From an optimization exercise on the open Yosys and OpenROAD flow, aimed at small area; shortcuts taken in it are not production practice.
Power and IR drop assume default switching activity.

==> flow/design.v <==
`default_nettype none
package sampler_pkg;
    localparam int N_CH            = 16;   
    localparam int WINDOW          = 64;   
    localparam int SYNC_STAGES_DEF = 2;    
    typedef logic [N_CH-1:0] ch_bits_t;
    typedef logic [WINDOW-1:0] window_t;
    typedef window_t [N_CH-1:0] frame_t;
    typedef struct packed {
        logic   ready;   
        frame_t frame;   
    } capture_t;
endpackage
`default_nettype wire
`timescale 1ns/10ps
`default_nettype none
module pulse_sync (
    input  logic clk_500,
    input  logic rst,
    input  logic rst_n,     
    input  logic pulse_n,   
    output logic det_n      
);
    logic s0_q;    
    logic s1_nq;   
    logic s2_q;    
    logic s3_nq;   
    logic s4_q;    
    always_ff @(posedge clk_500) begin
        s0_q  <= ~(rst | pulse_n);
        s1_nq <= ~(rst_n & s0_q);
        s2_q  <= ~(rst | s1_nq);
        s3_nq <= ~(rst_n & s2_q);
        s4_q  <= ~(rst | s3_nq);
    end
    assign det_n = s3_nq | s4_q;
endmodule
`default_nettype wire
`timescale 1ns/10ps
`default_nettype none
module window_shifter (
    input  logic                  clk_500,
    input  logic                  rst,
    input  sampler_pkg::ch_bits_t det_n,    
    output logic [sampler_pkg::N_CH*sampler_pkg::WINDOW-1:0] window_n,   
    output logic [7:1]            lo_q,     
    output logic [8:1]            hi_q      
);
    localparam int W = sampler_pkg::WINDOW;
    logic [sampler_pkg::N_CH*W-1:0] hist_nq;   
    always_ff @(posedge clk_500) begin
        for (int c = 0; c < sampler_pkg::N_CH; c++) begin
            hist_nq[c*W +: W] <= {det_n[c], hist_nq[c*W+1 +: W-1]};
        end
    end
    assign window_n = hist_nq;
    always_ff @(posedge clk_500) begin
        if (rst) begin
            lo_q <= '0;
            hi_q <= '0;
        end else begin
            lo_q <= lo_q[7] ? 7'd0 : {lo_q[6:1], 1'b1};
            hi_q <= hi_q | ({hi_q[7:1], 1'b1} & {8{lo_q[7]}});
        end
    end
endmodule
`default_nettype wire
`timescale 1ns/10ps
`default_nettype none
module event_capture (
    input  logic                  clk_500,
    input  logic                  rst,
    input  logic [7:1]            lo_q,          
    input  logic [8:1]            hi_q,
    input  logic                  trig,          
    input  logic                  event_saved,   
    output logic                  ready,         
    output logic [sampler_pkg::WINDOW-1:0] take_n   
);
    localparam int W = sampler_pkg::WINDOW;
    logic       reading_q;   
    logic       waiting_q;   
    logic [8:0] ready_q;     
    logic [8:1] hi_d;        
    assign hi_d = hi_q | ({hi_q[7:1], 1'b1} & {8{lo_q[7]}});
    always_ff @(posedge clk_500) begin
        if (rst) begin
            reading_q <= 1'b0;
            waiting_q <= 1'b0;
            ready_q   <= '0;
        end else begin
            reading_q <= trig & ~reading_q & ~waiting_q;
            waiting_q <= reading_q | (waiting_q & ~event_saved);
            ready_q   <= {hi_d, 1'b1} & {9{reading_q}};
        end
    end
    logic [9:0] hi_r;    
    logic [7:0] lo_ge;   
    assign hi_r  = {1'b0, ready_q};
    assign lo_ge = {lo_q, 1'b1};
    for (genvar b = 0; b < W; b++) begin : g_take
        localparam int K = W - b;   
        assign take_n[b] = ~(hi_r[K/8+1] | (hi_r[K/8] & lo_ge[K%8]));
    end
    assign ready = ready_q[0];
endmodule
`default_nettype wire
`timescale 1ns/10ps
`default_nettype none
module sampler_top (
    input  logic                  clk_500,
    input  logic                  rst,
    input  sampler_pkg::ch_bits_t ch_n,          
    input  logic                  trig,          
    input  logic                  event_saved,   
    output sampler_pkg::capture_t evt            
);
    sampler_pkg::ch_bits_t det_n;   
    logic [sampler_pkg::N_CH*sampler_pkg::WINDOW-1:0] window_n;   
    logic [7:1] lo_q;               
    logic [8:1] hi_q;               
    logic       ready;              
    logic [sampler_pkg::WINDOW-1:0] take_n;   
    for (genvar c = 0; c < sampler_pkg::N_CH; c++) begin : g_sync
        pulse_sync i_pulse_sync (
            .clk_500 (clk_500),
            .rst     (rst),
            .rst_n   (~rst),
            .pulse_n (ch_n[c]),
            .det_n   (det_n[c])
        );
    end
    window_shifter i_window_shifter (
        .clk_500  (clk_500),
        .rst      (rst),
        .det_n    (det_n),
        .window_n (window_n),
        .lo_q     (lo_q),
        .hi_q     (hi_q)
    );
    event_capture i_event_capture (
        .clk_500     (clk_500),
        .rst         (rst),
        .lo_q        (lo_q),
        .hi_q        (hi_q),
        .trig        (trig),
        .event_saved (event_saved),
        .ready       (ready),
        .take_n      (take_n)
    );
    logic [sampler_pkg::N_CH*sampler_pkg::WINDOW-1:0] frame;
    for (genvar c = 0; c < sampler_pkg::N_CH; c++) begin : g_out
        assign frame[c*sampler_pkg::WINDOW +: sampler_pkg::WINDOW] =
            ~(window_n[c*sampler_pkg::WINDOW +: sampler_pkg::WINDOW] | take_n);
    end
    assign evt = {ready, frame};
endmodule
`default_nettype wire
==> flow/config.mk <==
export PLATFORM = sky130hd
export DESIGN_NAME = sampler_top
export DESIGN_NICKNAME = sampler_top
export VERILOG_FILES = /design/flow/design.v
export SDC_FILE = /design/flow/constraint.sdc
export NUM_CORES = 4
export LEC_CHECK = 0
export ABC_AREA = 1
export ABC_CLOCK_PERIOD_IN_PS = 100000
export CAP_MARGIN = 20
export CORE_AREA = 2 2 214 214
export DIE_AREA = 0 0 216 216
export SETUP_SLACK_MARGIN = 0.05
export SLEW_MARGIN = 20
export SYNTH_HIERARCHICAL = 1
==> flow/constraint.sdc <==
create_clock -name core_clock -period 3.0 [get_ports {clk_500}]
set_input_delay 0.6000 -clock core_clock [delete_from_list [all_inputs] [get_ports {clk_500}]]
set_output_delay 0.6000 -clock core_clock [all_outputs]
set_load 0.01 [all_outputs]
standard.sh (not shown) runs the stock make flow with config.mk's settings and CLKGATE_MAP_FILE= SYNTH_SCRIPT=/design/flow/synth_recipe.tcl, a recipe that flattens the netlist after the stock synthesis.
==> flow/flow/run.sh <==
#!/bin/bash
# Standard ORFS layout with two changes: the port buffers are the smallest
# buffer (buf_1) instead of the delay buffer buffer_ports picks by default,
# and CTS inserts no dummy loads. Each ORFS step logs to orfs/logs/; make's
# own output goes to standard.log.
set -uo pipefail
export BUFFER_PORTS_ARGS="-buffer_cell sky130_fd_sc_hd__buf_1"
export PLACE_PINS_ARGS="-min_distance 1 -min_distance_in_tracks"
export CTS_ARGS="-sink_clustering_enable -repair_clock_nets -dont_use_dummy_load -buf_list {sky130_fd_sc_hd__clkbuf_8} -sink_clustering_size 20 -sink_clustering_max_diameter 45"
bash standard.sh > standard.log 2>&1
The baseline finished with timing, DRC and antenna clean.
Rerun with:
--- a/flow/design.v
+++ b/flow/design.v
@@ -146,13 +146,25 @@
         .trig        (trig),
         .event_saved (event_saved),
         .ready       (ready),
         .take_n      (take_n)
     );
     logic [sampler_pkg::N_CH*sampler_pkg::WINDOW-1:0] frame;
-    for (genvar c = 0; c < sampler_pkg::N_CH; c++) begin : g_out
-        assign frame[c*sampler_pkg::WINDOW +: sampler_pkg::WINDOW] =
-            ~(window_n[c*sampler_pkg::WINDOW +: sampler_pkg::WINDOW] | take_n);
+    for (genvar i = 0; i < sampler_pkg::N_CH*sampler_pkg::WINDOW; i++) begin : g_out
+        evt_gate i_evt_gate (
+            .win_n  (window_n[i]),
+            .take_n (take_n[i % sampler_pkg::WINDOW]),
+            .evt    (frame[i])
+        );
     end
     assign evt = {ready, frame};
 endmodule
 `default_nettype wire
+`default_nettype none
+module evt_gate (
+    input  logic win_n,    
+    input  logic take_n,   
+    output logic evt       
+);
+    assign evt = ~(win_n | take_n);
+endmodule
+`default_nettype wire
Outcome: The new run went through all stages and came out clean; final area drops slightly; wire length went up by a few percent; final cell count hardly moves; setup slack barely changes; sequential cell count is unchanged; clock power went down slightly; via count increases slightly; synthesized area fell by a few percent; utilization came out lower by 0.55 points; power hardly moves; count of clock-buffer cells in the layout goes down by 1; non-clock buffer count came out higher by 8; global-route usage rises by 0.43 points; sequential power barely changes.
No functional check of the RTL was part of any run of this note.

==> afterwards: timing with drivers on the ports <==
In the flow no input, the clock included, has a driving cell. The finished layouts below were timed again as built, in two steps. Step 1, drivers: a clkbuf_16 drives clk_500 and a buf_2 each remaining input, both assumed. Step 2 adds t to the input delays and takes it off the output delays; t is the mean of the earliest and latest rising clock arrival at the registers after step 1. Input paths then give back, and output paths get back, about the clock's delay inside the block. a / b / c = ideal ports / drivers / drivers and shift; a / b = the first two.
run	shift t [ns]	setup slack, ns	worst setup path after step 2	latest minus earliest clock arrival (ns)	worst data-port slew with drivers (ns)
the first run	0.725	0.115 / 0.055 / 0.780	register to output	0.083 / 0.083	0.11
the second run	0.701	0.116 / 0.061 / 0.762	register to output	0.074 / 0.074	0.19
After both steps every run listed still meets setup and hold.
